Background: an optimization exercise with open tools, aiming at a short achievable clock period and few clock cycles. Do not read the settings as production practice. Function was checked by simulation only, so behaviour that the tests miss may differ from the original. Power and IR drop assume default switching activity.

### flow/design.v
package corePkg;
    localparam logic [5:0] opSpecial = 6'h00;
    localparam logic [5:0] opJ       = 6'h02;
    localparam logic [5:0] opBeq     = 6'h04;
    localparam logic [5:0] opOri     = 6'h0d;
    localparam logic [5:0] opLui     = 6'h0f;
    localparam logic [5:0] opLw      = 6'h23;
    localparam logic [5:0] opSw      = 6'h2b;
    localparam logic [5:0] fnAddu = 6'h21;
    localparam logic [5:0] fnSubu = 6'h23;
    localparam logic [1:0] fwdNone = 2'd0;
    localparam logic [1:0] fwdMem  = 2'd1;
    localparam logic [1:0] fwdWb   = 2'd2;
    localparam int dmemWords    = 64;
    localparam int dmemAddrBits = $clog2(dmemWords);
    typedef struct packed {
        logic [5:0] opcode;
        logic [4:0] rs;
        logic [4:0] rt;
        logic [4:0] rd;
        logic [4:0] shamt;
        logic [5:0] funct;
    } rFormatT;
    typedef struct packed {
        logic [5:0]  opcode;
        logic [4:0]  rs;
        logic [4:0]  rt;
        logic [15:0] imm16;
    } iFormatT;
    typedef union packed {
        rFormatT r;
        iFormatT i;
    } instrT;
    function automatic logic [31:0] fwdMux(
        input logic [1:0]  sel,
        input logic [31:0] regVal,
        input logic [31:0] memVal,
        input logic [31:0] wbVal
    );
        case (sel)
            fwdMem:  fwdMux = memVal;
            fwdWb:   fwdMux = wbVal;
            default: fwdMux = regVal;
        endcase
    endfunction
endpackage
module pipelineCore (
    input  logic        clk,
    input  logic        rst,
    input  logic [31:0] imemData,
    output logic [31:0] imemAddr,
    output logic        wbWe,
    output logic [4:0]  wbReg,
    output logic [31:0] wbData,
    output logic [31:0] wbPc
);
    logic [31:0] fpc;
    logic        ovrV;           
    logic [31:0] ovrT;
    logic        killD;          
    logic        stall;          
    logic [31:0] irD;
    logic [31:0] pcD;
    logic [16:0] tgtLoD;         
    logic        negD;           
    logic [13:0] upD;            
    logic [13:0] upPD;
    logic [13:0] upMD;
    logic [3:0]  pc4HiD;
    logic        jD;
    logic        subuD;
    logic        oriD;
    logic        lwD;
    logic        swD;
    logic        beqChkD;        
    logic        predTkD;        
    logic        zChkD;          
    logic        useRsD;
    logic        useRtD;         
    logic        useImmD;
    logic [4:0]  destD;
    logic        weD;
    logic [31:0] rsOHD;          
    logic [31:0] rtOHD;
    logic [31:0] immD32;
    logic [4:0]  destE;
    logic        weE;
    logic        subE;
    logic        oriE;
    logic        lwE;
    logic        swE;
    logic        beqE;           
    logic        deferE;         
    logic [31:0] aE;
    logic [31:0] bE;             
    logic [31:0] sE;             
    logic        sFromWE;        
    logic        sFromW2E;       
    logic [31:0] pcE;
    logic [31:0] brTgtE;
    logic [4:0]  destM;
    logic        weM;
    logic        lwM;
    logic        swM;
    logic [31:0] aluM;
    logic [31:0] storeM;
    logic        sFromWM;
    logic [63:0] idxM;           
    logic [31:0] pcM;
    logic [31:0] weOHW;
    logic [31:0] wData;          
    logic [31:0] rf   [32];
    logic [31:0] dmem [64];
    logic [5:0]  opF;
    logic [4:0]  rsF;
    logic [4:0]  rtF;
    logic [5:0]  fnF;
    logic        adduF;
    logic        subuF;
    logic        oriF;
    logic        luiF;
    logic        lwF;
    logic        swF;
    logic        beqF;
    logic        jF;
    logic        useRsF;
    logic        useRtF;
    logic [4:0]  destF;
    logic [31:0] immF32;
    logic [31:0] fpc4;
    assign opF = imemData[31:26];
    assign rsF = imemData[25:21];
    assign rtF = imemData[20:16];
    assign fnF = imemData[5:0];
    assign adduF = opF == 6'h00 && fnF == 6'h21;
    assign subuF = opF == 6'h00 && fnF == 6'h23;
    assign oriF  = opF == 6'h0d;
    assign luiF  = opF == 6'h0f;
    assign lwF   = opF == 6'h23;
    assign swF   = opF == 6'h2b;
    assign beqF  = opF == 6'h04;
    assign jF    = opF == 6'h02;
    assign useRsF = adduF || subuF || oriF || lwF || swF || (beqF && rsF != rtF);
    assign useRtF = adduF || subuF || (beqF && rsF != rtF);
    always_comb begin
        if (adduF || subuF) destF = imemData[15:11];
        else if (oriF || luiF || lwF) destF = rtF;
        else destF = 5'd0;
    end
    always_comb begin
        if (oriF) immF32 = {16'h0000, imemData[15:0]};
        else if (luiF) immF32 = {imemData[15:0], 16'h0000};
        else immF32 = {{16{imemData[15]}}, imemData[15:0]};
    end
    logic [16:0] tgtLoF;
    assign fpc4   = {fpc[31:2] + 30'd1, 2'b00};
    logic        lowOnes;
    logic [13:0] upF;
    logic [13:0] upP1F;
    logic [13:0] upP2F;
    logic [13:0] upM1F;
    assign lowOnes = &fpc[17:2];
    assign upF     = fpc[31:18];
    assign upP1F   = fpc[31:18] + 14'd1;
    assign upP2F   = fpc[31:18] + 14'd2;
    assign upM1F   = fpc[31:18] - 14'd1;
    assign tgtLoF = {1'b0, fpc4[17:2]} + {1'b0, imemData[15:0]};
    logic [4:0]  rsD;
    logic [4:0]  rtD;
    logic [31:0] resE;
    logic [31:0] mRes;
    logic        hitEA;
    logic        hitEB;
    logic        hitMA;
    logic        hitMB;
    logic        hitWA;
    logic        hitWB;
    logic [31:0] rfA;
    logic [31:0] rfB;
    logic [31:0] rsVal;
    logic [31:0] rtVal;
    assign rsD = irD[25:21];
    assign rtD = irD[20:16];
    logic        selUpP;
    logic        selUpM;
    logic        selUp;
    logic [13:0] tgtHi;
    logic [31:0] tgtD;           
    assign selUpP = !negD && tgtLoD[16];
    assign selUpM = negD && !tgtLoD[16];
    assign selUp  = negD == tgtLoD[16];
    assign tgtHi  = (upPD & {14{selUpP}}) | (upMD & {14{selUpM}}) | (upD & {14{selUp}});
    assign tgtD   = jD ? {pc4HiD, irD[25:0], 2'b00} : {tgtHi, tgtLoD[15:0], 2'b00};
    assign hitEA = weE && destE == rsD;
    assign hitEB = weE && destE == rtD;
    assign hitMA = weM && destM == rsD;
    assign hitMB = weM && destM == rtD;
    assign hitWA = wbWe && wbReg == rsD;
    assign hitWB = wbWe && wbReg == rtD;
    always_comb begin
        rfA = 32'd0;
        rfB = 32'd0;
        for (int i = 1; i < 32; i++) begin
            rfA = rfA | (rf[i] & {32{rsOHD[i]}});
            rfB = rfB | (rf[i] & {32{rtOHD[i]}});
        end
    end
    logic [31:0] loadData;
    logic        selEA;
    logic        selMA;
    logic        selWA;
    logic        selRA;
    logic        selEB;
    logic        selMB;
    logic        selWB;
    logic        selRB;
    logic [31:0] bVal;
    assign selEA = useRsD && hitEA;
    assign selMA = useRsD && !hitEA && hitMA;
    assign selWA = useRsD && !hitEA && !hitMA && hitWA;
    assign selRA = !hitEA && !hitMA && !hitWA;
    assign selEB = hitEB;
    assign selMB = !hitEB && hitMB;
    assign selWB = !hitEB && !hitMB && hitWB;
    assign selRB = !hitEB && !hitMB && !hitWB;
    assign rsVal = (resE & {32{selEA}}) | (aluM & {32{selMA}}) |
                   (wData & {32{selWA}}) | (rfA & {32{selRA}});
    assign rtVal = (resE & {32{selEB}}) | (aluM & {32{selMB}}) |
                   (wData & {32{selWB}}) | (rfB & {32{selRB}});
    assign bVal  = useImmD ? immD32 : (subuD ? ~rtVal : rtVal);
    logic [31:0] sVal;
    assign sVal  = (aluM & {32{selMB}}) | (wData & {32{selWB}}) | (rfB & {32{selRB}});
    logic        mispE;
    logic [7:0]  addrE;
    logic [32:0] sum33;
    assign sum33 = {aE, 1'b1} + {bE, subE};
    assign resE  = oriE ? (aE | bE) : sum33[32:1];
    logic eqE;
    logic dynD;
    assign eqE   = aE == bE;
    assign dynD  = zChkD && subE && weE && (destE == rsD || destE == rtD);
    assign mispE = beqE && eqE;
    logic subZeroE;
    assign subZeroE = &(aE ^ bE);
    assign addrE = aE[7:0] + bE[7:0];
    logic [31:0] fpcN;
    logic        killF;
    logic        predTk;
    assign imemAddr = fpc;
    assign killF    = mispE && !deferE && !stall;
    logic        dynTk;
    logic [31:0] fpcEarly;
    assign dynTk  = dynD && subZeroE && !killD && !stall;
    assign predTk = (predTkD && !killD) || dynTk;
    always_comb begin
        if (stall) fpcEarly = fpc;
        else if (ovrV) fpcEarly = ovrT;
        else if (predTkD && !killD) fpcEarly = tgtD;
        else fpcEarly = fpc4;
    end
    assign fpcN = (brTgtE & {32{mispE}}) | (tgtD & {32{dynTk}}) |
                  (fpcEarly & {32{!mispE && !dynTk}});
    always_ff @(posedge clk) begin
        if (rst) begin
            fpc    <= 32'd0;
            ovrV   <= 1'b0;
            deferE <= 1'b0;
            killD  <= 1'b1;
            stall  <= 1'b0;
        end else begin
            fpc    <= fpcN;
            ovrV   <= killF && predTk;
            deferE <= killF;
            killD  <= killF;
            stall  <= !killF && (stall ?
                          lwE && weE && ((useRsD && rsD == destE) || (useRtD && rtD == destE)) :
                          (!killD && lwD && weD && ((useRsF && rsF == destD) || (useRtF && rtF == destD))) ||
                          (lwE && weE && ((useRsF && rsF == destE) || (useRtF && rtF == destE))));
        end
    end
    always_ff @(posedge clk) begin
        ovrT <= tgtD;
        if (!stall) begin
            irD     <= imemData;
            pcD     <= fpc;
            tgtLoD  <= tgtLoF;
            negD    <= imemData[15];
            upD     <= lowOnes ? upP1F : upF;
            upPD    <= lowOnes ? upP2F : upP1F;
            upMD    <= lowOnes ? upF : upM1F;
            pc4HiD  <= fpc4[31:28];
            jD      <= jF;
            immD32  <= immF32;
            subuD   <= subuF;
            oriD    <= oriF;
            lwD     <= lwF;
            swD     <= swF;
            beqChkD <= beqF && rsF != rtF;
            predTkD <= jF || (beqF && rsF == rtF);
            zChkD   <= beqF && rsF != rtF && (rsF == 5'd0 || rtF == 5'd0);
            useRsD  <= useRsF;
            useRtD  <= useRtF;
            useImmD <= oriF || luiF || lwF || swF;
            destD   <= destF;
            weD     <= destF != 5'd0;
            rsOHD   <= useRsF ? (32'd1 << rsF) & ~32'd1 : 32'd0;
            rtOHD   <= (useRtF || swF) ? (32'd1 << rtF) & ~32'd1 : 32'd0;
        end
    end
    always_ff @(posedge clk) begin
        if (rst || stall || killD) begin
            destE   <= 5'd0;
            weE     <= 1'b0;
            subE    <= 1'b0;
            oriE    <= 1'b0;
            lwE     <= 1'b0;
            swE     <= 1'b0;
            beqE    <= 1'b0;
            sFromWE <= 1'b0;
            sFromW2E <= 1'b0;
        end else begin
            destE   <= destD;
            weE     <= weD;
            subE    <= subuD;
            oriE    <= oriD;
            lwE     <= lwD;
            swE     <= swD;
            beqE    <= beqChkD && !dynD;
            sFromWE <= swD && hitEB;
            sFromW2E <= swD && !hitEB && hitMB && lwM;
        end
    end
    always_ff @(posedge clk) begin
        aE     <= rsVal;
        bE     <= bVal;
        sE     <= sVal;
        pcE    <= pcD;
        brTgtE <= tgtD;
    end
    always_ff @(posedge clk) begin
        if (rst) begin
            destM <= 5'd0;
            weM   <= 1'b0;
            lwM   <= 1'b0;
            swM   <= 1'b0;
        end else begin
            destM <= destE;
            weM   <= weE;
            lwM   <= lwE;
            swM   <= swE;
        end
    end
    always_ff @(posedge clk) begin
        aluM    <= resE;
        storeM  <= sFromW2E ? wData : sE;
        sFromWM <= sFromWE;
        idxM    <= 64'd1 << addrE[7:2];
        pcM     <= pcE;
    end
    logic [31:0] storeData;
    always_comb begin
        loadData = 32'd0;
        for (int i = 0; i < 64; i++) begin
            loadData = loadData | (dmem[i] & {32{idxM[i]}});
        end
    end
    assign mRes      = lwM ? loadData : aluM;
    assign storeData = sFromWM ? wData : storeM;
    always_ff @(posedge clk) begin
        for (int i = 0; i < 64; i++) begin
            if (swM && idxM[i]) dmem[i] <= storeData;
        end
    end
    always_ff @(posedge clk) begin
        if (rst) begin
            wbWe  <= 1'b0;
            wbReg <= 5'd0;
            weOHW <= 32'd0;
        end else begin
            wbWe  <= weM;
            wbReg <= destM;
            weOHW <= (32'd1 << destM) & ~32'd1;
        end
    end
    always_ff @(posedge clk) begin
        wbData <= mRes;
        if (weM) wData <= mRes;
        wbPc   <= pcM;
    end
    always_ff @(posedge clk) begin
        for (int i = 1; i < 32; i++) begin
            if (weOHW[i]) rf[i] <= wData;
        end
    end
endmodule
### flow/run.sh
#!/bin/bash
# synth_recipe.tcl (not shown) runs the flow's synth.tcl, then flattens the netlist and writes it again
# the make line also repeats each setting of config.mk as NAME=value (left out here)
make -C /OpenROAD-flow-scripts/flow DESIGN_CONFIG=/design/flow/config.mk WORK_HOME=/design/flow/orfs CLKGATE_MAP_FILE= SYNTH_SCRIPT=/design/flow/synth_recipe.tcl finish
### flow/config.mk
export PLATFORM = sky130hd
export DESIGN_NAME = pipelineCore
export DESIGN_NICKNAME = pipelineCore
export VERILOG_FILES = /design/flow/design.v
export SDC_FILE = /design/flow/constraint.sdc
export NUM_CORES = 4
export LEC_CHECK = 0
export CAP_MARGIN = 20
export CORE_MARGIN = 2
export CORE_UTILIZATION = 35
export PLACE_DENSITY = 0.55
export SETUP_SLACK_MARGIN = 4.5
export SLEW_MARGIN = 20
export TNS_END_PERCENT = 10
### flow/constraint.sdc
create_clock -name core_clock -period 7.0 [get_ports {clk}]
set_input_delay 1.4000 -clock core_clock [delete_from_list [all_inputs] [get_ports {clk}]]
set_output_delay 1.4000 -clock core_clock [all_outputs]
set_load 0.01 [all_outputs]
==> results of run 1 <==
==> layer usage <==
metal  wire, um  vias to the layer above  part of all wire [%]
li1           -                    38300                     -
met1     226000                    53200                    33
met2     294000                    10800                    43
met3     104000                     2991                    15
met4      61700                       31                   9.0
met5        539                        -                 0.078
==> path summary, 6_finish.rpt <==
path / to / from / slack (ns) / cells after the start
min reg2reg: pcM[1]$_DFF_P_ / pcE[1]$_DFF_P_ / 0.32 / 0
min: pcM[1]$_DFF_P_ / pcE[1]$_DFF_P_ / 0.32 / 0
max reg2reg: bE[29]$_DFF_P_ / subE$_SDFF_PP0_ / 3.77 / 12
max: bE[29]$_DFF_P_ / subE$_SDFF_PP0_ / 3.77 / 12
==> report_power, final <==
group          switching (mW)  internal (mW)  total (mW)
clock                    9.30           12.1        21.4
combinational           0.900          0.464        1.36
sequential              0.166           24.4        24.5
==> critical path: stages, from the launching register on <==
cell and delay [ns]:
dfxtp_4 0.39, inv_2 0.05, fa_2 0.39, nand2b_4 0.16, a211oi_4 0.22, o211ai_1 0.18, a311o_2 0.46, and3_4 0.18
o31a_1 0.24, o31a_1 0.31, a21oi_2 0.23, mux2i_1 0.23, nand2_1 0.07
==> cells by family after synthesis <==
logic type,count (synthesis),synth area share (%)
AND/OR/NAND/NOR,1530,5.36
XOR/XNOR,173,1.06
flip-flops,3780,76.2
buffers and inverters,688,1.82
AO/OA/AOI/OAI,2464,13.6
adder cells (fa/ha/maj),89,0.791
multiplexers,146,1.12
==> repair_timing <==
action                                   CTS  global route
gates cloned                              20            24
pin swaps                                147           219
endpoints found under the setup margin  2231          1653
gates resized for setup                 1169           806
setup buffers                            251           164
==> layout make-up <==
type,count,area (sq um)
clock buffer,497,10500
sequential,3780,109000
multi-input combinational,4407,35000
clock inverter,238,2420
timing repair buffer,1002,11300
tap,5428,6790
antenna,32,80.1
fill,35700,230000
inverter,119,459
==> flip-flops by register name (all words and copies together) (netlist names), 30 cells and up <==
name and count:
pcE 32, rf 992, pcD 32, wbPc 32, bE 32, immD32 32, pcM 32, fpc 32
weOHW 31, rsOHD 31, dmem 2048, wbData 32, idxM 64, aE 32, rtOHD 31, aluM 32
wData 32, ovrT 30, sE 32, storeM 32
==> cell usage after synthesis, types with 115 or more instances <==
cell,instances,share of area (%)
edfxtp_1,3303,70
a22oi_1,1046,5.5
dfxtp_1,477,6.7
clkbuf_1,473,1.2
a221oi_1,451,2.8
a22o_1,410,2.5
nor2_1,407,1.1
nand4_1,284,1.2
nand3_1,222,0.78
nand2_1,218,0.57
a21oi_1,140,0.49
nor3_1,127,0.45
inv_1,115,0.30
==> flow_summary.json, run 1 <==
{
  "status": "complete, no violations",
  "syn_avg_cell_area_sq_um": 16.1,
  "crit_type": "register to register",
  "cts.sinks": 3780,
  "synth_seq_area_share_pct": 76.2,
  "slew_headroom_pct": 16.3,
  "initial_core_util_pct": 35.1,
  "cts.clk_slew.worst_paths_ns": 0.06,
  "hold_class": "register to register",
  "routedWlPerCell_um": 44.3,
  "final_common_cell": "edfxtp_1",
  "grt_max_degree": 164,
  "vias_per_cell": 6.79,
  "busiest_layer": "met2",
  "skew_ns": 0.0662,
  "dp.final_hpwl_um": 363000,
  "placed_cells": 14300,
  "io_buffers": 135,
  "synth_area_sq_mm": 0.143,
  "final_core_util_pct": 43.3,
  "cts_buffers": 393,
  "grt_util_met2_pct": 47.4,
  "peakVddDrop_v": 0.000214,
  "met3_usage_pct": 9.83,
  "yosys_register_bits": 3780,
  "cap_viol_max_count": 0,
  "layout-area-overhead-vs-synth_pct": 23.2,
  "synthArstFlopShare_pct": 0,
  "layout_common_cells": "edfxtp_1 (3303), a22oi_1 (1043), buf_4 (548)",
  "synth_edf_count": 3303,
  "fp.dieW_um": 643,
  "drv_slew": 0,
  "fin_total_pwr_mw": 47.3,
  "core-area_sq_mm": 0.406,
  "ant_nets": 0,
  "die_y_um": 643,
  "grt_pass1_wl_um": 882000,
  "cts_tree": "yes",
  "fin_ws_ns": 3.77,
  "yosysWarnings": 3,
  "fin_area_sq_mm": 0.176,
  "num_rows": 234,
  "rsz0062_at_grt": "yes",
  "dpl_cell_area_sq_mm": 0.152,
  "dp_slack_ns": 2.05,
  "track_usage_pct": 31.4,
  "grt-ovfl-total": 0,
  "start_kind": "register",
  "synthesis.instances": 8870,
  "finalNonFillerCells": 15500,
  "cts_root_buffer": "clkbuf_16",
  "grt_pass1_vias": 97300,
  "io_pins": 136,
  "num_vias": 105000,
  "worst_pin_slew_ns": 1.25,
  "synth_top_flop_cell": "edfxtp_1",
  "post-route-min-period_ns": 3.23,
  "htree_num_levels": 5,
  "drive_gt1_share_pct": 24.6,
  "power_density_mw_per_mm2": 269,
  "synth_cell_types": 73,
  "wirelength_um": 687000,
  "drtIter0Drc": 22900,
  "place.gp.congestion": 0.937,
  "ctsHoldBuffers": 0,
  "final.setup.tns_ns": 0,
  "power_leakage_nw": 57.7,
  "required_ns": 7.89,
  "fin_crit_sh_pct": 46.1,
  "fmax_mhz": 310,
  "dieArea_sq_mm": 0.413,
  "worst_skew_pair.late_latency_ns": 1.04,
  "first_pass_iters": 12,
  "final-hold-violation-count": 0,
  "met1_usage_pct": 38.6,
  "hold-worst-slack_ns": 0.317,
  "end_kind": "register",
  "final-setup-viol-count": 0,
  "worstPathArrival_ns": 4.12,
  "antenna_found_initial": 46,
  "nets": 9826,
  "crit_fanout": 3,
  "drc_errors": 0,
  "clock_path_buffers": 4
}
Testbench counts, summed over its fixed seeds: cycles 42,942.
==> run 2, diff against run 1 <==
--- a/flow/design.v
+++ b/flow/design.v
@@ -97,3 +97,2 @@
     logic        sFromWE;        
-    logic        sFromW2E;       
     logic [31:0] pcE;
@@ -103,3 +102,2 @@
     logic        lwM;
-    logic        swM;
     logic [31:0] aluM;
@@ -107,3 +105,9 @@
     logic        sFromWM;
-    logic [63:0] idxM;           
+    logic [31:0] candM [8];      
+    logic [7:0]  grpM;           
+    logic        fwdStM;         
+    logic [5:0]  idxM;           
+    logic        swM;
+    logic [63:0] stOHM;          
+    logic [31:0] prevStData;     
     logic [31:0] pcM;
@@ -225,5 +229,5 @@
     assign selRB = !hitEB && !hitMB && !hitWB;
-    assign rsVal = (resE & {32{selEA}}) | (aluM & {32{selMA}}) |
+    assign rsVal = (resE & {32{selEA}}) | (mRes & {32{selMA}}) |
                    (wData & {32{selWA}}) | (rfA & {32{selRA}});
-    assign rtVal = (resE & {32{selEB}}) | (aluM & {32{selMB}}) |
+    assign rtVal = (resE & {32{selEB}}) | (mRes & {32{selMB}}) |
                    (wData & {32{selWB}}) | (rfB & {32{selRB}});
@@ -231,3 +235,3 @@
     logic [31:0] sVal;
-    assign sVal  = (aluM & {32{selMB}}) | (wData & {32{selWB}}) | (rfB & {32{selRB}});
+    assign sVal  = (mRes & {32{selMB}}) | (wData & {32{selWB}}) | (rfB & {32{selRB}});
     logic        mispE;
@@ -250,14 +254,10 @@
     assign killF    = mispE && !deferE && !stall;
-    logic        dynTk;
-    logic [31:0] fpcEarly;
-    assign dynTk  = dynD && subZeroE && !killD && !stall;
-    assign predTk = (predTkD && !killD) || dynTk;
+    assign predTk   = (predTkD || (dynD && subZeroE)) && !killD;
     always_comb begin
-        if (stall) fpcEarly = fpc;
-        else if (ovrV) fpcEarly = ovrT;
-        else if (predTkD && !killD) fpcEarly = tgtD;
-        else fpcEarly = fpc4;
+        if (mispE) fpcN = brTgtE;
+        else if (stall) fpcN = fpc;
+        else if (ovrV) fpcN = ovrT;
+        else if (predTk) fpcN = tgtD;
+        else fpcN = fpc4;
     end
-    assign fpcN = (brTgtE & {32{mispE}}) | (tgtD & {32{dynTk}}) |
-                  (fpcEarly & {32{!mispE && !dynTk}});
     always_ff @(posedge clk) begin
@@ -274,6 +274,4 @@
             killD  <= killF;
-            stall  <= !killF && (stall ?
-                          lwE && weE && ((useRsD && rsD == destE) || (useRtD && rtD == destE)) :
-                          (!killD && lwD && weD && ((useRsF && rsF == destD) || (useRtF && rtF == destD))) ||
-                          (lwE && weE && ((useRsF && rsF == destE) || (useRtF && rtF == destE))));
+            stall  <= !killF && !stall && !killD && lwD && weD &&
+                      ((useRsF && rsF == destD) || (useRtF && rtF == destD));
         end
@@ -319,3 +317,2 @@
             sFromWE <= 1'b0;
-            sFromW2E <= 1'b0;
         end else begin
@@ -329,3 +326,2 @@
             sFromWE <= swD && hitEB;
-            sFromW2E <= swD && !hitEB && hitMB && lwM;
         end
@@ -341,11 +337,24 @@
         if (rst) begin
-            destM <= 5'd0;
-            weM   <= 1'b0;
-            lwM   <= 1'b0;
-            swM   <= 1'b0;
+            destM   <= 5'd0;
+            weM     <= 1'b0;
+            lwM     <= 1'b0;
+            swM     <= 1'b0;
         end else begin
-            destM <= destE;
-            weM   <= weE;
-            lwM   <= lwE;
-            swM   <= swE;
+            destM   <= destE;
+            weM     <= weE;
+            lwM     <= lwE;
+            swM     <= swE;
+        end
+    end
+    logic [7:0]  wordE;
+    logic [31:0] candE [8];
+    assign wordE = 8'd1 << addrE[4:2];
+    logic ldHitSt;
+    assign ldHitSt = swM && idxM == addrE[7:2];
+    always_comb begin
+        for (int g = 0; g < 8; g++) begin
+            candE[g] = 32'd0;
+            for (int j = 0; j < 8; j++) begin
+                candE[g] = candE[g] | (dmem[8 * g + j] & {32{wordE[j]}});
+            end
         end
@@ -354,5 +363,9 @@
         aluM    <= resE;
-        storeM  <= sFromW2E ? wData : sE;
+        storeM  <= sE;
         sFromWM <= sFromWE;
-        idxM    <= 64'd1 << addrE[7:2];
+        for (int g = 0; g < 8; g++) candM[g] <= candE[g];
+        grpM    <= (lwE && !ldHitSt) ? 8'd1 << addrE[7:5] : 8'd0;
+        fwdStM  <= lwE && ldHitSt;
+        idxM    <= addrE[7:2];
+        stOHM   <= swE ? 64'd1 << addrE[7:2] : 64'd0;
         pcM     <= pcE;
@@ -361,8 +374,8 @@
     always_comb begin
-        loadData = 32'd0;
-        for (int i = 0; i < 64; i++) begin
-            loadData = loadData | (dmem[i] & {32{idxM[i]}});
+        loadData = prevStData & {32{fwdStM}};
+        for (int g = 0; g < 8; g++) begin
+            loadData = loadData | (candM[g] & {32{grpM[g]}});
         end
     end
-    assign mRes      = lwM ? loadData : aluM;
+    assign mRes      = loadData | (aluM & {32{!lwM}});
     assign storeData = sFromWM ? wData : storeM;
@@ -370,5 +383,8 @@
         for (int i = 0; i < 64; i++) begin
-            if (swM && idxM[i]) dmem[i] <= storeData;
+            if (stOHM[i]) dmem[i] <= storeData;
         end
     end
+    always_ff @(posedge clk) begin
+        prevStData <= storeData;
+    end
     always_ff @(posedge clk) begin
--- a/flow/config.mk
+++ b/flow/config.mk
@@ -11,4 +11,3 @@
 export PLACE_DENSITY = 0.55
-export SETUP_SLACK_MARGIN = 4.5
+export SETUP_SLACK_MARGIN = 5.0
 export SLEW_MARGIN = 20
-export TNS_END_PERCENT = 10
==> run 2 against run 1 <==
  * Still clean on timing, DRC and antenna
  * Critical path depth rose by 2
  * Die area grew 4.0%
  * Worst setup slack better by 0.076 ns
  * Sequential share of layout area down 2.2 points
  * Critical endpoint is now fpc[10]$_SDFFE_PP0P_
==> flow_summary.json, run 2 <==
{
  "yosysWarnings": 5,
  "cts.sinks": 4071,
  "pwr-share-clk_pct": 43.3,
  "yosysMostFrequentCell": "edfxtp_1",
  "drc_errors": 0,
  "synth_cell_types": 90,
  "synth_largest_area_cell": "edfxtp_1",
  "rsz0062_at_grt": "yes",
  "grt_max_degree": 106,
  "power.internal_mw": 39.9,
  "first_pass_iters": 21,
  "multi_input_area_sq_mm": 0.0368,
  "power_leakage_nw": 64.8,
  "post-route-min-period_ns": 3.15,
  "p_seq_share_pct": 51.7,
  "worstPathArrival_ns": 4.00,
  "power_density_mw_per_mm2": 269,
  "fin_ws_ns": 3.85,
  "power_frac_comb_pct": 4.9,
  "synth_seq_area_share_pct": 77.2,
  "final-setup-viol-count": 0,
  "cts_tree": "yes",
  "htree_num_levels": 5,
  "synthTopCellsByCount": "edfxtp_1 (3300), a22oi_1 (869), dfxtp_1 (771)",
  "crit_fanout": 5,
  "yosys_register_bits": 4071,
  "required_ns": 7.85,
  "finalNonFillerCells": 16400,
  "fin_total_pwr_mw": 51.6,
  "fp.dieW_um": 655,
  "yosys-top-cells-area": "edfxtp_1 (67%), dfxtp_1 (10%), a22oi_1 (4.4%)",
  "core-area_sq_mm": 0.423,
  "fmax_mhz": 317,
  "fin_area_sq_mm": 0.192,
  "final.setup.tns_ns": 0,
  "nets": 10400,
  "dieArea_sq_mm": 0.429,
  "crit_type": "register to register",
  "antenna_found_initial": 39,
  "status": "complete, no violations",
  "grt_pass1_wl_um": 851000,
  "ff_latch_area_sq_mm": 0.115,
  "skew_ns": 0.117,
  "reg_top3": "dmem x2048, rf x992, candM x256",
  "netSwitchingPower_mw": 11.6,
  "synth_top_flop_cell": "edfxtp_1",
  "ctsHoldBuffers": 0,
  "synthArstFlopShare_pct": 0,
  "vias_per_cell": 6.43,
  "dp_slack_ns": 2.43,
  "dp.final_hpwl_um": 306000,
  "top_register": "dmem",
  "cts_buffers": 411,
  "synth_area_sq_mm": 0.148,
  "ant_nets": 0,
  "final_common_cell": "edfxtp_1",
  "fillers": 35900,
  "synth_top_area_share_pct": 66.8,
  "grt-ovfl-total": 0,
  "track_usage_pct": 28.8,
  "cts.clk_slew.worst_paths_ns": 0.06,
  "drtIter0Drc": 20700,
  "layout-area-overhead-vs-synth_pct": 29.4,
  "wirelength_um": 644000,
  "dpl_cell_area_sq_mm": 0.158,
  "grt_pass1_vias": 97800,
  "io_pins": 136,
  "syn_avg_cell_area_sq_um": 16.4,
  "cap_viol_max_count": 0,
  "peakVddDrop_v": 0.000224,
  "num_rows": 239,
  "hold_class": "register to register",
  "worst_pin_slew_ns": 1.28,
  "die_y_um": 655,
  "slew_headroom_pct": 14.7,
  "layout_common_cells": "edfxtp_1 (3300), a22oi_1 (801), buf_4 (599)",
  "place.gp.congestion": 0.938,
  "fin_crit_sh_pct": 45.0,
  "synthesis.instances": 9068,
  "start_kind": "register",
  "num_vias": 105000,
  "io_buffers": 131,
  "p_sw_share_pct": 22.6,
  "drive_gt1_share_pct": 29.3,
  "placed_cells": 14600,
  "final-hold-violation-count": 0,
  "clock_path_buffers": 4,
  "routedWlPerCell_um": 39.3,
  "synth_edf_count": 3300,
  "cts_root_buffer": "clkbuf_16",
  "largest_reg_flops": 2048,
  "final_core_util_pct": 45.4,
  "hold-worst-slack_ns": 0.319,
  "worst_skew_pair.late_latency_ns": 1.06,
  "end_kind": "register",
  "drv_slew": 0,
  "initial_core_util_pct": 35.1
}
## run 2: repair_timing
action,4_1_cts,5_1_grt
setup buffers,575,213
setup endpoints to repair,3068,1109
pin swaps,470,441
cloned,167,11
resized for setup,2088,560
## run 2: cell type report
class / count / area share (%)
clock buffers: 562 / 5.99
inverters: 126 / 0.258
diodes: 34 / 0.0443
well taps: 5663 / 3.69
multi-input cells: 4295 / 19.2
clock inverters: 209 / 1.13
flip-flops and latches: 4071 / 59.9
repair buffers: 1407 / 9.79
## run 2: layer usage
layer	routed length, um	GRT usage, %	vias up
met5	672	0.555	-
met3	92400	9.86	2568
met4	51800	17.6	40
met2	276000	42.9	9543
li1	-	-	39900
met1	222000	36.0	53100
## run 2: power by group through the flow
stage | combinational (mW) | sequential (mW) | clock (mW)
2_1_floorplan | 1.02 | 26.9 | 0
3_3_place_gp | 1.67 | 27.2 | 0
3_5_place_dp | 1.68 | 27.2 | 0
4_1_cts | 2.35 | 26.7 | 22.4
5_1_grt | 2.62 | 26.7 | 23.4
6_report | 2.55 | 26.7 | 22.3
## run 2: worst max-delay path, cell delays in order (launching register included)
cell and delay (ns):
edfxtp_1 0.47, xor2_1 0.19, nor4_2 0.37, and3_4 0.26, o211ai_1 0.08, buf_4 0.17, nor4_4 0.40, o21bai_4 0.17
buf_12 0.17, buf_12 0.12, buf_16 0.14, mux2i_1 0.14, nor2_1 0.07, a211oi_2 0.20, nor3_1 0.06
## run 2: logic make-up (layout without fill, tap and decap cells)
family,after synthesis,count (layout),synth area share [%]
flops,4071,4071,77.2
compound gates,2462,2463,13.5
simple gates,1425,1426,4.72
buf+inv,707,2304,1.83
xor+xnor,164,164,0.968
mux,149,149,1.06
fa+ha+maj,89,89,0.760
other cells,1,38,0.00253
## run 2: worst paths after layout
path,start,endpoint,slack (ns),depth (start not counted)
setup reg to reg,irD[20]$_DFFE_PN_,fpc[10]$_SDFFE_PP0P_,3.85,14
hold reg to reg,pcM[30]$_DFF_P_,wbPc[30]$_DFF_P_,0.32,0
setup / recovery,irD[20]$_DFFE_PN_,fpc[10]$_SDFFE_PP0P_,3.85,14
hold / removal,pcM[30]$_DFF_P_,wbPc[30]$_DFF_P_,0.32,0
Testbench counts of run 2, summed over its fixed seeds: cycles 41,939.
==> run 3, diff against run 2 <==
--- a/flow/config.mk
+++ b/flow/config.mk
@@ -11,3 +11,3 @@
 export PLACE_DENSITY = 0.55
-export SETUP_SLACK_MARGIN = 5.0
+export SETUP_SLACK_MARGIN = 4.5
 export SLEW_MARGIN = 20
==> run 3 against run 2 <==
  * Clock power up 2%
  * Synthesized cell count unchanged
  * Hold slack worse by 0.044 ns
  * Power up 0.39%
  * Clock skew up 0.035 ns
  * Sequential share of layout area up 0.69 points
  * Critical path depth unchanged
  * Critical endpoint unchanged
==> flow_summary.json, run 3 <==
{
  "status": "complete, no violations",
  "synth_area_sq_mm": 0.148,
  "die_y_um": 655,
  "hold_path.startpoint": "sE[29]$_DFF_P_",
  "layout_common_cells": "edfxtp_1 (3300), a22oi_1 (757), dfxtp_1 (563)",
  "ant_nets": 0,
  "cap_viol_max_count": 0,
  "fin_crit_sh_pct": 44.4,
  "power_density_mw_per_mm2": 273,
  "routedWlPerCell_um": 39.7,
  "yosysMostFrequentCell": "edfxtp_1",
  "htree_num_levels": 5,
  "r2r_cells": 14,
  "first_pass_iters": 14,
  "yosysWarnings": 5,
  "synth_largest_area_cell": "edfxtp_1",
  "yosys-top-cells-area": "edfxtp_1 (67%), dfxtp_1 (10%), a22oi_1 (4.4%)",
  "fp.dieW_um": 655,
  "fmax_mhz": 322,
  "crit_type": "register to register",
  "end_kind": "register",
  "io_pins": 136,
  "drc_errors": 0,
  "grt_pass1_vias": 97900,
  "synth_top_flop_cell": "edfxtp_1",
  "antenna_found_initial": 51,
  "place.gp.congestion": 0.929,
  "cts.sinks": 4071,
  "reg_top3": "dmem x2048, rf x992, candM x256",
  "io_buffers": 131,
  "worst_skew_pair.late_latency_ns": 1.07,
  "cts.clk_slew.worst_paths_ns": 0.06,
  "nets": 10300,
  "cts_tree": "yes",
  "slew_headroom_pct": 12.9,
  "vias_per_cell": 6.46,
  "cts_buffers": 415,
  "yosys_register_bits": 4071,
  "synth_cell_types": 90,
  "final-setup-viol-count": 0,
  "grt_max_degree": 72,
  "synthArstFlopShare_pct": 0,
  "rsz0062_at_grt": "yes",
  "initial_core_util_pct": 35.1,
  "crit_fanout": 8,
  "layout-area-overhead-vs-synth_pct": 27.9,
  "grt_pass1_wl_um": 849000,
  "final-hold-violation-count": 0,
  "core-area_sq_mm": 0.423,
  "startpoint": "aE[28]$_DFF_P_",
  "fin_total_pwr_mw": 51.8,
  "top_register": "dmem",
  "track_usage_pct": 28.8,
  "clock_path_buffers": 4,
  "dp.final_hpwl_um": 294000,
  "reg2reg_from": "aE[28]$_DFF_P_",
  "drv_slew": 0,
  "num_vias": 105000,
  "synthesis.instances": 9068,
  "skew_ns": 0.152,
  "dieArea_sq_mm": 0.429,
  "largest_reg_flops": 2048,
  "hold_path_depth": 0,
  "syn_avg_cell_area_sq_um": 16.4,
  "worstPathArrival_ns": 3.95,
  "power_leakage_nw": 63.8,
  "worst_pin_slew_ns": 1.31,
  "start_kind": "register",
  "ctsHoldBuffers": 0,
  "grt-ovfl-total": 0,
  "hold_class": "register to register",
  "final.setup.tns_ns": 0,
  "final_common_cell": "edfxtp_1",
  "synth_top_area_share_pct": 66.8,
  "num_rows": 239,
  "drive_gt1_share_pct": 27.4,
  "post-route-min-period_ns": 3.11,
  "wirelength_um": 645000,
  "peakVddDrop_v": 0.000246,
  "required_ns": 7.84,
  "synth_edf_count": 3300,
  "synthTopCellsByCount": "edfxtp_1 (3300), a22oi_1 (869), dfxtp_1 (771)",
  "cts_root_buffer": "clkbuf_16",
  "synth_seq_area_share_pct": 77.2,
  "drtIter0Drc": 20700
}
[run 3: cell counts after synthesis]
Identical to the previous run, type by type.
[run 3: critical path: stages, from the launching register on]
cell and delay (ns):
dfxtp_1 0.36, inv_1 0.05, ha_1 0.45, and3_1 0.30, and3_1 0.23, nand2_2 0.10, nor4_4 0.34, o21bai_4 0.12
buf_12 0.15, buf_16 0.12, buf_12 0.13, mux2i_1 0.14, nor2_1 0.06, a211oi_1 0.22, nor3_1 0.08
[run 3: path summary, 6_finish.rpt]
path | end | slack [ns]
setup / recovery | fpc[10]$_SDFFE_PP0P_ | 3.89
hold / removal | storeM[29]$_DFF_P_ | 0.27
setup reg to reg | fpc[10]$_SDFFE_PP0P_ | 3.89
hold reg to reg | storeM[29]$_DFF_P_ | 0.27
[run 3: power by group]
group	total (mW)	leakage [nW]	switching [mW]	internal [mW]
combinational	2.42	21.9	1.43	0.982
clock	22.8	6.83	9.89	12.9
sequential	26.6	35.1	0.344	26.2
total	51.8	63.8	11.7	40.1
[run 3: what timing repair did]
| action | in CTS | in global routing |
|---|---|---|
| pin swaps | 507 | 396 |
| gates cloned | 184 | 10 |
| setup buffers | 486 | 165 |
| endpoints found under the hold margin | 0 | 0 |
| endpoints found under the setup margin | 1390 | 791 |
| resized for setup | 1829 | 446 |
[run 3: area by class of cell]
type	instances	area, sq um
Fill cell	35900	233000
Antenna cell	50	125
Inverter	126	493
Multi-Input combinational cell	4295	35800
Clock buffer	552	11500
Tap cell	5663	7090
Clock inverter	228	2490
Timing Repair Buffer	1264	17300
Sequential cell	4071	115000
[run 3: logic make-up (layout without fill, tap and decap cells)]
| family | count (synthesis) | in the layout | synth area share, % |
|---|---|---|---|
| AO/OA/AOI/OAI | 2462 | 2462 | 13.5 |
| XOR/XNOR | 164 | 164 | 0.968 |
| adder cells (fa/ha/maj) | 89 | 89 | 0.760 |
| buffers and inverters | 707 | 2170 | 1.83 |
| flip-flops | 4071 | 4071 | 77.2 |
| multiplexers | 149 | 149 | 1.06 |
| other | 1 | 54 | 0.00253 |
| AND/OR/NAND/NOR | 1425 | 1427 | 4.72 |
[run 3: metal layers]
layer | wire length, um | share of wire [%] | global-route usage [%] | vias up
met1 | 221000 | 34 | 35.4 | 53000
met3 | 92800 | 14 | 10.4 | 2692
met5 | 776 | 0.12 | 0.623 | -
li1 | - | - | - | 39700
met4 | 56400 | 8.7 | 19.5 | 42
met2 | 274000 | 43 | 42.4 | 9563
[run 3: per-stage QoR]
stage               hold WS, ns  worst slack [ns]  area (sq um)  std cells  util, %
global placement          0.311              2.44        158000      14600     37.3
global route              0.295              3.79        190000      16200     44.9
floorplan                 0.310              2.86        149000       9071        -
CTS                       0.283              3.93        186000      16000     44.0
detailed placement        0.312              2.54        158000      14600     37.3
finish                    0.275              3.89        190000      16200     44.9
==> run 4, diff against run 3 <==
--- a/flow/design.v
+++ b/flow/design.v
@@ -184,3 +184,2 @@
     logic [31:0] rsVal;
-    logic [31:0] rtVal;
     assign rsD = irD[25:21];
@@ -229,7 +228,16 @@
     assign selRB = !hitEB && !hitMB && !hitWB;
-    assign rsVal = (resE & {32{selEA}}) | (mRes & {32{selMA}}) |
-                   (wData & {32{selWA}}) | (rfA & {32{selRA}});
-    assign rtVal = (resE & {32{selEB}}) | (mRes & {32{selMB}}) |
-                   (wData & {32{selWB}}) | (rfB & {32{selRB}});
-    assign bVal  = useImmD ? immD32 : (subuD ? ~rtVal : rtVal);
+    logic        negB;
+    logic        posB;
+    logic [31:0] sumE;
+    logic [31:0] orE;
+    assign negB = !useImmD && subuD;
+    assign posB = !useImmD && !subuD;
+    assign rsVal = (sumE & {32{selEA && !oriE}}) | (orE & {32{selEA && oriE}}) |
+                   (mRes & {32{selMA}}) | (wData & {32{selWA}}) | (rfA & {32{selRA}});
+    assign bVal  = (immD32 & {32{useImmD}}) |
+                   (sumE  & {32{selEB && !oriE && posB}}) | (~sumE  & {32{selEB && !oriE && negB}}) |
+                   (orE   & {32{selEB && oriE && posB}})  | (~orE   & {32{selEB && oriE && negB}}) |
+                   (mRes  & {32{selMB && posB}}) | (~mRes  & {32{selMB && negB}}) |
+                   (wData & {32{selWB && posB}}) | (~wData & {32{selWB && negB}}) |
+                   (rfB   & {32{selRB && posB}}) | (~rfB   & {32{selRB && negB}});
     logic [31:0] sVal;
@@ -240,3 +248,5 @@
     assign sum33 = {aE, 1'b1} + {bE, subE};
-    assign resE  = oriE ? (aE | bE) : sum33[32:1];
+    assign sumE  = sum33[32:1];
+    assign orE   = aE | bE;
+    assign resE  = oriE ? orE : sumE;
     logic eqE;
==> run 4 against run 3 <==
  * Still clean
  * Clock power is 2% lower
  * Final area is 0.55% higher
  * Register-to-register slack worse by 0.21 ns
  * Via count is 1.2% higher
  * Clock skew is 0.061 ns lower
  * Sequential share of layout area is 0.35 points lower
  * Hold slack better by 0.012 ns
  * Flip-flop and latch count stayed put
  * Synthesized cell count is 2.7% higher
  * Clock-buffer cell count is 20 higher
  * Worst setup slack worse by 0.21 ns
  * Global-route usage is 0.58 points lower
  * Critical path type unchanged
  * Critical endpoint is now aE[27]$_DFF_P_
  * Highest routed layer unchanged
==> flow_summary.json, run 4 <==
{
  "status": "complete, no violations",
  "crit_type": "register to register",
  "ant_nets": 0,
  "synthArstFlopShare_pct": 0,
  "yosysWarnings": 5,
  "worst_pin_slew_ns": 1.30,
  "io_pins": 136,
  "synth_top_flop_cell": "edfxtp_1",
  "synth_area_sq_mm": 0.150,
  "cap_viol_max_count": 0,
  "end_kind": "register",
  "worst_skew_pair.late_latency_ns": 1.03,
  "grt_max_degree": 172,
  "synth_seq_area_share_pct": 76.3,
  "cts_root_buffer": "clkbuf_16",
  "synth_top_area_share_pct": 66.0,
  "grt_pass1_vias": 98000,
  "drv_slew": 0,
  "cts_buffers": 406,
  "routedWlPerCell_um": 40.8,
  "cts.clk_slew.worst_paths_ns": 0.07,
  "layout-area-overhead-vs-synth_pct": 27.1,
  "drtIter0Drc": 20400,
  "die_y_um": 659,
  "syn_avg_cell_area_sq_um": 16.1,
  "reg_top3": "dmem x2048, rf x992, candM x256",
  "post-route-min-period_ns": 3.31,
  "start_kind": "register",
  "required_ns": 7.89,
  "slew_headroom_pct": 13.6,
  "initial_core_util_pct": 35.1,
  "io_buffers": 131,
  "largest_reg_flops": 2048,
  "layout_common_cells": "edfxtp_1 (3300), a22oi_1 (616), a22o_1 (606)",
  "grt_pass1_wl_um": 849000,
  "peakVddDrop_v": 0.000201,
  "hold_class": "register to register",
  "dp.final_hpwl_um": 313000,
  "drc_errors": 0,
  "fmax_mhz": 302,
  "fin_crit_sh_pct": 47.3,
  "yosys_register_bits": 4071,
  "nets": 10400,
  "power_leakage_nw": 62.4,
  "synth_largest_area_cell": "edfxtp_1",
  "track_usage_pct": 28.2,
  "worstPathArrival_ns": 4.20,
  "synthTopCellsByCount": "edfxtp_1 (3300), dfxtp_1 (771), a22oi_1 (632)",
  "synthesis.instances": 9310,
  "vias_per_cell": 6.49,
  "synth_cell_types": 90,
  "num_vias": 106000,
  "num_rows": 240,
  "yosys-top-cells-area": "edfxtp_1 (66%), dfxtp_1 (10%), a221oi_1 (3.6%)",
  "final_common_cell": "edfxtp_1",
  "cts_tree": "yes",
  "synth_edf_count": 3300,
  "top_register": "dmem",
  "antenna_found_initial": 54,
  "final.setup.tns_ns": 0,
  "place.gp.congestion": 0.945,
  "clock_path_buffers": 4,
  "skew_ns": 0.0911,
  "dieArea_sq_mm": 0.434,
  "htree_num_levels": 5,
  "grt-ovfl-total": 0,
  "first_pass_iters": 15,
  "crit_fanout": 5,
  "power_density_mw_per_mm2": 273,
  "yosysMostFrequentCell": "edfxtp_1",
  "rsz0062_at_grt": "yes",
  "final-hold-violation-count": 0,
  "wirelength_um": 668000,
  "drive_gt1_share_pct": 27.4,
  "final_core_util_pct": 44.7,
  "ctsHoldBuffers": 0,
  "cts.sinks": 4071,
  "final-setup-viol-count": 0,
  "fp.dieW_um": 659,
  "core-area_sq_mm": 0.427
}
## run 4: changes by cell type in the layout (fill, tap and decap cells not counted), moves of 96 or more
cell,before,now
nand4_1,263,167
nand2_1,237,452
a221o_1,23,274
a22oi_1,757,616
a21o_1,194,38
nand3_1,239,88
a221oi_2,103,297
a22oi_2,112,16
a22o_1,353,606
a222oi_1,334,82
## run 4: kinds of logic (layout without fill, tap and decap cells)
kind of cell / count (synthesis) / count (layout) / synth area share [%]
DFF: 4071 / 4071 / 76.3
muxes: 121 / 121 / 0.854
other: 1 / 27 / 0.00250
xor gates and xnor gates: 180 / 180 / 1.06
adders and majority gates: 89 / 89 / 0.752
AOI/OAI and AO/OA: 2648 / 2649 / 14.6
and+or+nand+nor: 1466 / 1472 / 4.59
buffers and inverters: 734 / 2075 / 1.88
## run 4: cell type report
class / instances / area [sq um]
tap: 5687 / 7120
timing repair buffer: 1189 / 15700
multi-input combinational: 4515 / 38900
fill: 36700 / 236000
antenna: 23 / 57.6
inverter: 123 / 478
sequential: 4071 / 115000
clock inverter: 191 / 1940
clock buffer: 572 / 11600
## run 4: path summary, 6_finish.rpt
| path | startpoint | endpoint | slack, ns | cells past startpoint |
|---|---|---|---|---|
| worst min register to register | sE[0]$_DFF_P_ | storeM[0]$_DFF_P_ | 0.29 | 0 |
| worst min-delay path | sE[0]$_DFF_P_ | storeM[0]$_DFF_P_ | 0.29 | 0 |
| worst max-delay path | bE[2]$_DFF_P_ | aE[27]$_DFF_P_ | 3.69 | 15 |
| worst max register to register | bE[2]$_DFF_P_ | aE[27]$_DFF_P_ | 3.69 | 15 |
## run 4: critical path, stage by stage, from the launching register on
cell	delay (ns)
dfxtp_2	0.34
inv_2	0.04
ha_4	0.31
buf_6	0.11
buf_6	0.09
buf_8	0.09
a21oi_4	0.04
o32a_1	0.25
a21bo_2	0.25
a211o_4	0.37
a21o_4	0.24
buf_12	0.13
buf_6	0.11
a211oi_4	0.33
mux2_4	0.25
a221o_1	0.26
## run 4: metrics by stage
step | std cells | power, mW | hold slack, ns | worst slack (ns) | cell area, sq um
finish | 16400 | 52.0 | 0.286 | 3.69 | 191000
detailed placement | 14800 | 29.1 | 0.312 | 2.55 | 161000
floorplan | 9313 | 28.2 | 0.310 | 2.68 | 153000
global route | 16400 | 53.1 | 0.300 | 3.60 | 191000
global placement | 14800 | 29.1 | 0.310 | 2.34 | 161000
CTS | 16100 | 51.6 | 0.299 | 3.75 | 185000
## run 4: report_power, final
group | switching [mW] | internal (mW)
Clock | 9.60 | 12.8
Sequential | 0.307 | 26.3
Combinational | 1.79 | 1.22
## run 4: per-layer routing
metal  vias up  global-route usage (%)  part of all wire [%]
li1      40300                       -                     -
met1     53700                    35.7                    35
met2      9696                    42.8                    43
met3      2610                    8.16                    14
met4        22                    17.3                   8.4
met5         -                  0.0443                 0.020
## run 4: repair_timing
item,CTS,global route
endpoints found under the setup margin,879,814
gates cloned,94,89
setup buffers,411,170
resized for setup,1637,547
pin swaps,265,511
Testbench counts of run 4, summed over its fixed seeds: cycles 41,939.
==> run 5, diff against run 4 <==
--- a/flow/design.v
+++ b/flow/design.v
@@ -264,10 +264,14 @@
     assign killF    = mispE && !deferE && !stall;
-    assign predTk   = (predTkD || (dynD && subZeroE)) && !killD;
+    logic        dynTk;
+    logic [31:0] fpcEarly;
+    assign dynTk  = dynD && subZeroE && !killD;
+    assign predTk = (predTkD && !killD) || dynTk;
     always_comb begin
-        if (mispE) fpcN = brTgtE;
-        else if (stall) fpcN = fpc;
-        else if (ovrV) fpcN = ovrT;
-        else if (predTk) fpcN = tgtD;
-        else fpcN = fpc4;
+        if (stall) fpcEarly = fpc;
+        else if (ovrV) fpcEarly = ovrT;
+        else if (predTkD && !killD) fpcEarly = tgtD;
+        else fpcEarly = fpc4;
     end
+    assign fpcN = (brTgtE & {32{mispE}}) | (tgtD & {32{dynTk}}) |
+                  (fpcEarly & {32{!mispE && !dynTk}});
     always_ff @(posedge clk) begin
==> run 5 against run 4 <==
  * Die area fell by 0.46%
  * Largest power group unchanged
  * Clock-buffer cell count fell by 4
  * Sequential share of layout area fell by 0.68 points
  * Register-to-register slack improved by 0.17 ns
  * Wire length fell by 1.0%
  * Hold slack improved by 0.037 ns
  * Sequential power barely moved
  * Area after synthesis fell by 0.46%
  * Non-clock buffer count rose by 242
  * Combinational power rose by 3%
  * Largest cell class unchanged
  * Final cell count rose by 1.3%
==> flow_summary.json, run 5 <==
{
  "critPathMaxStageDelay_ns": 0.66,
  "placed_cells": 14800,
  "cts.sinks": 4081,
  "synth_seq_area_share_pct": 76.8,
  "power_leakage_nw": 63.4,
  "startpoint": "irD[25]$_DFFE_PN_",
  "reg2reg_from": "irD[25]$_DFFE_PN_",
  "cap_viol_max_count": 0,
  "htree_num_levels": 5,
  "synth_cell_types": 82,
  "synth_top_area_share_pct": 66.4,
  "post-route-min-period_ns": 3.14,
  "yosysWarnings": 5,
  "finalNonFillerCells": 16600,
  "nets": 10600,
  "hold_path.startpoint": "pcE[18]$_DFF_P_",
  "fin_area_sq_mm": 0.193,
  "grt_pass1_wl_um": 862000,
  "status": "complete, no violations",
  "cts_buffers": 414,
  "dpl_cell_area_sq_mm": 0.159,
  "initial_core_util_pct": 35.2,
  "fin_crit_sh_pct": 44.9,
  "r2r_cells": 9,
  "grt_max_degree": 134,
  "vias_per_cell": 6.51,
  "drtIter0Drc": 22500,
  "fmax_mhz": 318,
  "hold-worst-slack_ns": 0.323,
  "synthTopCellsByCount": "edfxtp_1 (3302), dfxtp_1 (779), a221oi_1 (583)",
  "crit_top_cell": "buf_4",
  "hold_path_depth": 0,
  "rr_endpoint": "aE[29]$_DFF_P_",
  "layout_common_cells": "edfxtp_1 (3302), buf_4 (620), dfxtp_1 (588)",
  "wirelength_um": 661000,
  "reg_top3": "dmem x2048, rf x992, candM x256",
  "synth_top_flop_cell": "edfxtp_1",
  "num_rows": 239,
  "drc_errors": 0,
  "cts_tree": "yes",
  "worst_path_max_delay_cell": "o31a_1",
  "required_ns": 7.91,
  "antenna_found_initial": 63,
  "synth_area_sq_mm": 0.149,
  "final-hold-violation-count": 0,
  "r2r_slack_ns": 3.86,
  "ctsHoldBuffers": 0,
  "num_vias": 108000,
  "core-area_sq_mm": 0.424,
  "place.gp.congestion": 0.952,
  "cp.buffers_inverters": 2,
  "routedWlPerCell_um": 39.9,
  "cp_cell_sequence": "buf_4 > xor2_1 > nor4_2 > and3_4 > nor3_4 > buf_4 > o31a_1 > a211oi_1 > o21ai_2",
  "rsz0062_at_grt": "yes",
  "crit_type": "register to register",
  "peakVddDrop_v": 0.000232,
  "cts_root_buffer": "clkbuf_16",
  "synthesis.instances": 9258,
  "top_register": "dmem",
  "worst_skew_pair.late_latency_ns": 1.04,
  "dp.final_hpwl_um": 308000,
  "critPathTopFamily": "compound AO/OA/AOI/OAI gates",
  "clock_path_buffers": 4,
  "die_y_um": 657,
  "dieArea_sq_mm": 0.432,
  "drive_gt1_share_pct": 28.8,
  "final-setup-viol-count": 0,
  "synthArstFlopShare_pct": 0,
  "fp.dieW_um": 657,
  "synth_edf_count": 3302,
  "hold_class": "register to register",
  "slew_headroom_pct": 17.4,
  "io_buffers": 135,
  "syn_avg_cell_area_sq_um": 16.1,
  "end_kind": "register",
  "worstPathArrival_ns": 4.05,
  "grt-ovfl-total": 0,
  "fillers": 35800,
  "worst_pin_slew_ns": 1.24,
  "grt_pass1_vias": 99200,
  "power_density_mw_per_mm2": 270,
  "final_common_cell": "edfxtp_1",
  "io_pins": 136,
  "largest_reg_flops": 2048,
  "final.setup.tns_ns": 0,
  "ant_nets": 0,
  "skew_ns": 0.109,
  "synth_largest_area_cell": "edfxtp_1",
  "layout-area-overhead-vs-synth_pct": 29.4,
  "drv_slew": 0,
  "yosys-top-cells-area": "edfxtp_1 (66%), dfxtp_1 (10%), a221oi_1 (3.4%)",
  "crit_fanout": 11,
  "hold_end": "pcM[18]$_DFF_P_",
  "first_pass_iters": 12,
  "yosys_register_bits": 4081,
  "track_usage_pct": 28.8,
  "cts.clk_slew.worst_paths_ns": 0.06,
  "yosysMostFrequentCell": "edfxtp_1",
  "start_kind": "register"
}
[run 5: stage by stage]
step / utilization [%] / worst slack, ns / total power [mW]
global placement: 37.5 / 2.66 / 28.9
floorplan: - / 3.76 / 28.0
detailed placement: 37.5 / 2.70 / 28.9
finish: 45.6 / 3.86 / 52.2
CTS: 44.4 / 3.96 / 51.9
global route: 45.5 / 3.85 / 53.2
[run 5: power breakdown]
group          switching (mW)  internal [mW]  leakage, nW
registers               0.320           26.3         34.0
logic                    1.71           1.40         22.6
clock network            9.70           12.7         6.70
[run 5: what timing repair did]
item,in CTS,in global routing
endpoints found under the setup margin,1185,908
setup buffers,573,181
pin swaps,557,415
resized for setup,2194,465
cloned,154,43
hold endpoints to repair,0,0
[run 5: how the worst max path moves through the flow]
stage,endpoint,cells after the start
3_5_place_dp,candM[6][23]$_DFF_P_,12
4_1_cts,wbData[23],1
2_1_floorplan,tgtLoD[14]$_DFFE_PN_,10
5_1_grt,aE[12]$_DFF_P_,14
6_report,aE[29]$_DFF_P_,9
3_3_place_gp,tgtLoD[14]$_DFFE_PN_,11
[run 5: worst register-to-register path, cell delays in order (launching register included)]
cell and delay (ns):
edfxtp_1 0.44, buf_4 0.17, xor2_1 0.17, nor4_2 0.08
and3_4 0.21, nor3_4 0.52, buf_4 0.55, o31a_1 0.71
a211oi_1 0.16, o21ai_2 0.09
[run 5: cell families after synthesis]
family / Yosys count / synth area share [%]
buf+inv: 708 / 1.80
flops: 4081 / 76.8
fa+ha+maj: 89 / 0.755
xor+xnor: 184 / 1.09
simple gates: 1584 / 5.01
compound gates: 2518 / 13.9
mux: 94 / 0.681
[run 5: layer usage]
layer | vias to the layer above | wire length (um) | global-route usage (%)
met5 | - | 559 | 0
met4 | 24 | 58000 | 19.3
met3 | 2827 | 98100 | 9.54
met2 | 10300 | 281000 | 42.6
met1 | 54100 | 224000 | 36.0
li1 | 40700 | - | -
[run 5: layout make-up]
cell class	instances	area, sq um	area share (%)
inverter	112	459	0.238
antenna	46	115	0.0595
timing repair buffer	1431	19300	9.97
tap	5663	7090	3.67
clock buffer	568	11600	6.02
sequential	4081	115000	59.6
multi-input combinational	4471	37500	19.4
clock inverter	206	2020	1.05
Testbench counts of run 5, summed over its fixed seeds: cycles 41,939.
==> run 6, diff against run 5 <==
--- a/flow/config.mk
+++ b/flow/config.mk
@@ -13 +13,2 @@
 export SLEW_MARGIN = 20
+export TNS_END_PERCENT = 10
==> run 6 against run 5 <==
  * Clock skew increased by 0.0023 ns
  * Register-to-register slack improved by 0.03 ns
  * Highest routed layer unchanged
  * Utilization decreased by 1.4 points
  * Hold slack got worse by 0.043 ns
==> flow_summary.json, run 6 <==
{
  "status": "complete, no violations",
  "fmax_mhz": 321,
  "place.gp.congestion": 0.936,
  "top_register": "dmem",
  "end_kind": "register",
  "fin_crit_sh_pct": 44.5,
  "synth_top_area_share_pct": 66.4,
  "final-setup-viol-count": 0,
  "cts_tree": "yes",
  "synth_cell_types": 82,
  "crit_type": "register to register",
  "cp_cell_sequence": "buf_12 > a22o_1 > a221oi_1 > nand4_1 > nor3_4 > a21oi_1 > xor2_1 > a221oi_2 > a21oi_1",
  "post-route-min-period_ns": 3.11,
  "yosysWarnings": 5,
  "grt_pass1_vias": 96500,
  "top_layer": "met5",
  "pwr-share-clk_pct": 44.0,
  "start_kind": "register",
  "worst_path_max_delay_cell": "edfxtp_1",
  "final_common_cell": "edfxtp_1",
  "grt_pass1_wl_um": 844000,
  "synthArstFlopShare_pct": 0,
  "synth_edf_count": 3302,
  "m1WireLength_um": 225000,
  "largest_reg_flops": 2048,
  "layout_common_cells": "edfxtp_1 (3302), dfxtp_1 (616), a22o_1 (570)",
  "first_pass_iters": 13,
  "placed_cells": 14800,
  "synth_area_sq_mm": 0.149,
  "grt-ovfl-total": 0,
  "power_frac_comb_pct": 5.2,
  "wl_met2_um": 277000,
  "fillers": 36400,
  "rsz0062_at_grt": "yes",
  "cts.sinks": 4081,
  "synth_seq_area_share_pct": 76.8,
  "final.setup.tns_ns": 0,
  "synth_largest_area_cell": "edfxtp_1",
  "clock_path_buffers": 4,
  "crit_top_cell": "a21oi_1",
  "netSwitchingPower_mw": 11.7,
  "ff_latch_area_sq_mm": 0.115,
  "dp.final_hpwl_um": 306000,
  "synth_top_flop_cell": "edfxtp_1",
  "cp-endpoint": "bE[26]$_DFF_P_",
  "core-area_sq_mm": 0.424,
  "antenna_found_initial": 62,
  "io_pins": 136,
  "fp.dieW_um": 657,
  "ant_nets": 0,
  "dr_wl_met3_um": 88500,
  "track_usage_pct": 28.2,
  "finalNonFillerCells": 16200,
  "cp.depth": 9,
  "slew_headroom_pct": 17.7,
  "yosys_register_bits": 4081,
  "reg_top3": "dmem x2048, rf x992, candM x256",
  "power_density_mw_per_mm2": 280,
  "power_leakage_nw": 60.9,
  "hold_class": "register to register",
  "synthTopCellsByCount": "edfxtp_1 (3302), dfxtp_1 (779), a221oi_1 (583)",
  "fin_ws_ns": 3.89,
  "layout-area-overhead-vs-synth_pct": 25.3,
  "startpoint": "rtOHD[18]$_SDFFCE_PN0N_",
  "synthesis.instances": 9258,
  "nets": 10300,
  "cts_buffers": 416,
  "skew_ns": 0.111,
  "drtIter0Drc": 21100,
  "drv_slew": 0,
  "final_core_util_pct": 44.1,
  "critPathTopFamily": "compound AO/OA/AOI/OAI gates",
  "die_y_um": 657,
  "vias_per_cell": 6.46,
  "cap_viol_max_count": 0,
  "crit_fanout": 7,
  "num_vias": 105000,
  "final-hold-violation-count": 0,
  "cp.buffers_inverters": 1,
  "r2r_cells": 9,
  "grt_max_degree": 118,
  "num_rows": 239,
  "hold-worst-slack_ns": 0.280,
  "cts_root_buffer": "clkbuf_16",
  "worst_pin_slew_ns": 1.24,
  "initial_core_util_pct": 35.2,
  "syn_avg_cell_area_sq_um": 16.1,
  "p_seq_share_pct": 50.8,
  "routedWlPerCell_um": 39.7,
  "p_sw_share_pct": 22.4,
  "dieArea_sq_mm": 0.432,
  "power.internal_mw": 40.7,
  "drive_gt1_share_pct": 22.8,
  "htree_num_levels": 5,
  "r2r_slack_ns": 3.89,
  "cts.clk_slew.worst_paths_ns": 0.07,
  "multi_input_area_sq_mm": 0.0357,
  "io_buffers": 135,
  "worstPathArrival_ns": 3.98,
  "critPathMaxStageDelay_ns": 0.56,
  "peakVddDrop_v": 0.000287,
  "worst_skew_pair.late_latency_ns": 1.04,
  "drc_errors": 0,
  "wirelength_um": 643000,
  "rr_endpoint": "bE[26]$_DFF_P_",
  "reg2reg_from": "rtOHD[18]$_SDFFCE_PN0N_",
  "yosysMostFrequentCell": "edfxtp_1",
  "yosys-top-cells-area": "edfxtp_1 (66%), dfxtp_1 (10%), a221oi_1 (3.4%)",
  "dp_slack_ns": 2.48,
  "required_ns": 7.87
}
-- run 6: worst reg2reg max path, stage by stage, from the launching register on --
cell	delay (ns)
edfxtp_1	0.56
buf_12	0.24
a22o_1	0.20
a221oi_1	0.25
nand4_1	0.24
nor3_4	0.55
a21oi_1	0.27
xor2_1	0.22
a221oi_2	0.35
a21oi_1	0.10
-- run 6: area by class of cell --
| class | instances | area share, % |
|---|---|---|
| clock inverters | 197 | 1.24 |
| clock buffers | 586 | 6.34 |
| well taps | 5663 | 3.78 |
| diodes | 50 | 0.0668 |
| repair buffers | 1055 | 7.76 |
| inverters | 112 | 0.239 |
| flip-flops and latches | 4081 | 61.5 |
| multi-input cells | 4472 | 19.1 |
-- run 6: worst min-delay path by stage --
stage	startpoint	endpoint	slack, ns	depth (start not counted)
final	pcM[26]$_DFF_P_	wbPc[26]$_DFF_P_	0.28	0
after CTS	pcM[26]$_DFF_P_	wbPc[26]$_DFF_P_	0.28	0
after global routing	pcM[26]$_DFF_P_	wbPc[26]$_DFF_P_	0.30	0
after detailed placement	sFromWE$_SDFF_PP0_	sFromWM$_DFF_P_	0.31	0
after global placement	sE[29]$_DFF_P_	storeM[29]$_DFF_P_	0.31	0
after floorplan	pcE[0]$_DFF_P_	pcM[0]$_DFF_P_	0.31	0
-- run 6: cells by family (layout without fill, tap and decap cells) --
logic type      count (synthesis)  in the layout  synth area share [%]
compound gates               2518           2518                  13.9
xor+xnor                      184            184                  1.09
fa+ha+maj                      89             89                 0.755
buf+inv                       708           1950                  1.80
flops                        4081           4081                  76.8
mux                            94             94                 0.681
other cells                     0             50                     0
simple gates                 1584           1587                  5.01
-- run 6: routing by layer --
metal,GRT usage (%),vias to the layer above
met2,42.3,9353
met1,36.0,53000
met4,18.0,33
li1,-,40000
met3,8.04,2385
met5,0,-
-- run 6: through the flow --
stage,power [mW],cell area (sq um)
after global placement,28.8,159000
after floorplan,27.9,149000
after CTS,52.2,182000
after detailed placement,28.8,159000
after global routing,53.4,187000
final,52.4,187000
-- run 6: timing repair --
action / 4_1_cts / 5_1_grt
hold buffers: 0 / 0
gates resized for setup: 948 / 645
pin swaps: 192 / 211
setup buffers: 242 / 160
cloned: 148 / 17
endpoints found under the setup margin: 1154 / 1304
-- run 6: power by group through the flow --
stage               clock [mW]  sequential, mW  combinational [mW]
finish                    23.0            26.6                2.72
global route              24.0            26.6                2.78
CTS                       23.1            26.6                2.53
detailed placement           0            27.1                1.68
global placement             0            27.1                1.66
floorplan                    0            27.0               0.965

## static timing again, ports no longer ideal
Ports are ideal in the flow. The routed layouts listed here were re-timed in OpenROAD. Step 1 (the two cells are an assumption about what drives the block):
set clk [get_ports {clk}]
set_driving_cell -lib_cell sky130_fd_sc_hd__clkbuf_16 $clk
set_driving_cell -lib_cell sky130_fd_sc_hd__buf_2 [delete_from_list [all_inputs] $clk]
Step 2, shift: input delay + t, output delay - t, t = (earliest + latest rising clock arrival at the registers) / 2. This alone moves slack from input paths to output paths. a / b / c = no drivers / after step 1 / after step 2; a / b = the first two.
run | t (ns) | setup WS [ns] | worst slew at a driven data input, ns | pins driven straight from the clock port
run 1 | 1.117 | 3.771 / 3.771 / 2.898 | 0.12 | 1
run 2 | 1.115 | 3.847 / 3.847 / 2.954 | 0.10 | 1
run 3 | 1.130 | 3.894 / 3.883 / 3.053 | 0.11 | 1
run 4 | 1.095 | 3.686 / 3.686 / 3.125 | 0.16 | 1
run 5 | 1.093 | 3.859 / 3.859 / 3.123 | 0.22 | 1
run 6 | 1.094 | 3.888 / 3.871 / 3.190 | 0.11 | 1
After both steps every run listed still meets setup and hold. For run 2, which loses most, drivers alone change the setup slack by 0.000 ns; drivers and shift together by -0.893 ns.
